What follows belongs to an exercise in optimizing a design on an open flow for small area, a short achievable clock period and few clock cycles per item; a production flow would make more cautious choices. At most, simulation tests tie the RTL to the original design; equivalence was not proved.

Setup of orange:
==> module ascon_inv_permutation, before the edit <==
module ascon_inv_permutation
(
  input  logic         clk,
  input  logic         rst,
  input  logic         in_valid,
  output logic         in_ready,
  input  logic [319:0] in_state,
  input  logic [3:0]   in_rounds,
  output logic         out_valid,
  input  logic         out_ready,
  output logic [319:0] out_state,
  output logic         busy
);
  logic [319:0] r_a, r_b;
  logic [319:0] w_lin, w_sbox;
  logic         r_va, r_da;
  logic [3:0]   r_ra, r_ia;
  logic         r_vb;
  logic [3:0]   r_rb, r_ib;
  logic         r_rb_is1, r_rb_le7, r_rb_le9;
  logic         r_ready, r_ov, r_busy;
  logic         w_is6, w_is8, w_is12;
  logic [3:0]   w_a;
  logic         w_stall, w_acc;
  logic         n_va, n_da, n_vb, n_ready;
  assign w_stall = r_ov & ~out_ready;
  assign w_acc   = in_valid & in_ready;
  assign w_is6  = (in_rounds == 4'd6);
  assign w_is8  = (in_rounds == 4'd8);
  assign w_is12 = ~w_is6 & ~w_is8;
  assign w_a    = w_is6 ? 4'd6 : (w_is8 ? 4'd8 : 4'd12);
  ascon_inv_lin u_lin (
    .i_state (r_a),
    .o_state (w_lin)
  );
  ascon_inv_sbox u_sbox (
    .i_state (r_b),
    .i_rc    (ascon_pkg::rc_tab(r_ib)),
    .o_state (w_sbox)
  );
  always_ff @(posedge clk) begin
    if (!w_stall) begin
      r_b <= w_lin;
      r_a <= r_vb ? w_sbox : in_state;
    end
  end
  assign n_vb = r_va & ~r_da;
  assign n_va = r_vb | w_acc;
  assign n_da = r_vb & r_rb_is1;
  always_comb begin
    if (r_vb)
      n_ready = ~n_vb & ~r_rb_is1 &
                (r_rb_le7 | (in_valid & w_is8 & r_rb_le9) | (in_valid & w_is12));
    else
      n_ready = ~n_vb & (~w_acc | w_is6);
  end
  always_ff @(posedge clk or posedge rst) begin
    if (rst) begin
      r_va     <= 1'b0;
      r_da     <= 1'b0;
      r_ra     <= 4'd0;
      r_ia     <= 4'd0;
      r_vb     <= 1'b0;
      r_rb     <= 4'd0;
      r_ib     <= 4'd0;
      r_rb_is1 <= 1'b0;
      r_rb_le7 <= 1'b0;
      r_rb_le9 <= 1'b0;
      r_ready  <= 1'b0;
      r_ov     <= 1'b0;
      r_busy   <= 1'b0;
    end else if (!w_stall) begin
      r_va     <= n_va;
      r_da     <= n_da;
      r_vb     <= n_vb;
      r_rb     <= r_ra;
      r_ib     <= r_ia;
      r_rb_is1 <= (r_ra == 4'd1);
      r_rb_le7 <= (r_ra <= 4'd7);
      r_rb_le9 <= (r_ra <= 4'd9);
      if (r_vb) begin
        r_ra <= r_rb - 4'd1;
        r_ia <= r_ib - 4'd1;
      end else begin
        r_ra <= w_a;
        r_ia <= 4'd11;
      end
      r_ready  <= n_ready;
      r_ov     <= n_da;
      r_busy   <= n_va | n_vb;
    end
  end
  assign in_ready  = r_ready | (r_ov & ~r_vb & out_ready);
  assign out_valid = r_ov;
  assign busy      = r_busy;
  assign out_state = r_a;
endmodule
Settings: LEC_CHECK=0, CAP_MARGIN=20, CORE_MARGIN=2, CORE_UTILIZATION=40, SETUP_SLACK_MARGIN=3.5, SLEW_MARGIN=20; clock period 7.0 ns.
standard.sh (not shown) runs the stock make flow with config.mk's settings and CLKGATE_MAP_FILE= SYNTH_SCRIPT=/design/flow/synth_recipe.tcl, a recipe that flattens the netlist after the stock synthesis.
==> flow/flow/run.sh <==
#!/bin/bash
# The standard ORFS layout (the standard.sh, all steps, standard synthesis),
# with one change: the buffers that buffer_ports puts on every input and output
# port are buf_2 cells instead of the default delay-buffer cell.
set -euo pipefail
export BUFFER_PORTS_ARGS="-buffer_cell sky130_fd_sc_hd__buf_2"
bash standard.sh finish > standard_flow.log 2>&1
orange: flow completed, timing, DRC and antenna clean
Testbench counts of orange, summed over its fixed seeds: cycles 10,530, items 960.
## Diff of input files: red against orange
--- a/flow/design.v
+++ b/flow/design.v
@@ -126,9 +126,9 @@
   logic [3:0]   w_a;
   logic         w_stall, w_acc;
   logic         n_va, n_da, n_vb, n_ready;
   assign w_stall = r_ov & ~out_ready;
-  assign w_acc   = in_valid & in_ready;
+  assign w_acc   = in_valid & r_ready;
   assign w_is6  = (in_rounds == 4'd6);
   assign w_is8  = (in_rounds == 4'd8);
   assign w_is12 = ~w_is6 & ~w_is8;
   assign w_a    = w_is6 ? 4'd6 : (w_is8 ? 4'd8 : 4'd12);
@@ -192,9 +192,9 @@
       r_ov     <= n_da;
       r_busy   <= n_va | n_vb;
     end
   end
-  assign in_ready  = r_ready | (r_ov & ~r_vb & out_ready);
+  assign in_ready  = r_ready;
   assign out_valid = r_ov;
   assign busy      = r_busy;
   assign out_state = r_a;
 endmodule
==> comparison <==
- Number of violations reported at the end of detailed-routing iteration 0 (red vs. orange) decreases by a few percent
- Delta (red minus orange): total stage count of the critical path has decreased; number of distinct standard cells referenced by the synthesized netlist moved up.
- Status: share of cell area taken by muxes after synthesis parity (orange, red)
- Between orange and red, the flow reports wire length of the first global-routing pass increasing slightly.
- Delta (red minus orange): synthesized-area fraction occupied by ao, oa, aoi and oai cells was more or less identical; worst setup slack lost 0.14 ns; clock distribution area overhead in the final layout decreased by 0.20 points relative to the old numbers; largest stage delay on the critical path now sits lower.
- In the reports for red and orange, the smaller met3 usage belongs to red.
- red ends up with higher count of clock-buffer cells in the layout than orange does.
Only the layout flow was run in red; the RTL was not checked for function there.

==> afterwards: timing with drivers on the ports <==
The results above use ideal ports. As a check the final layouts listed here were re-extracted and re-timed, cells and wires unchanged. Step 1 (the two cells are an assumption about what drives the block):
set clk [get_ports {clk}]
set_driving_cell -lib_cell sky130_fd_sc_hd__clkbuf_16 $clk
set_driving_cell -lib_cell sky130_fd_sc_hd__buf_2 [delete_from_list [all_inputs] $clk]
Step 2 moves the port delays by t, midway between the first and last clock arrival at a register: inputs arrive t later, outputs are due t later. That takes back most of the time a late clock gives input paths. Three values: no drivers, after step 1, after step 2; two values: the first two.
run	shift t [ns]	slack for setup (ns)	worst slew at a driven data input, ns
orange	0.796	3.386 / 3.386 / 3.306	0.11
red	0.830	3.249 / 3.249 / 3.077	0.16
After both steps setup and hold are still met in every run listed. For red, which loses most, drivers alone change the setup slack by 0.000 ns; drivers and shift together by -0.172 ns.
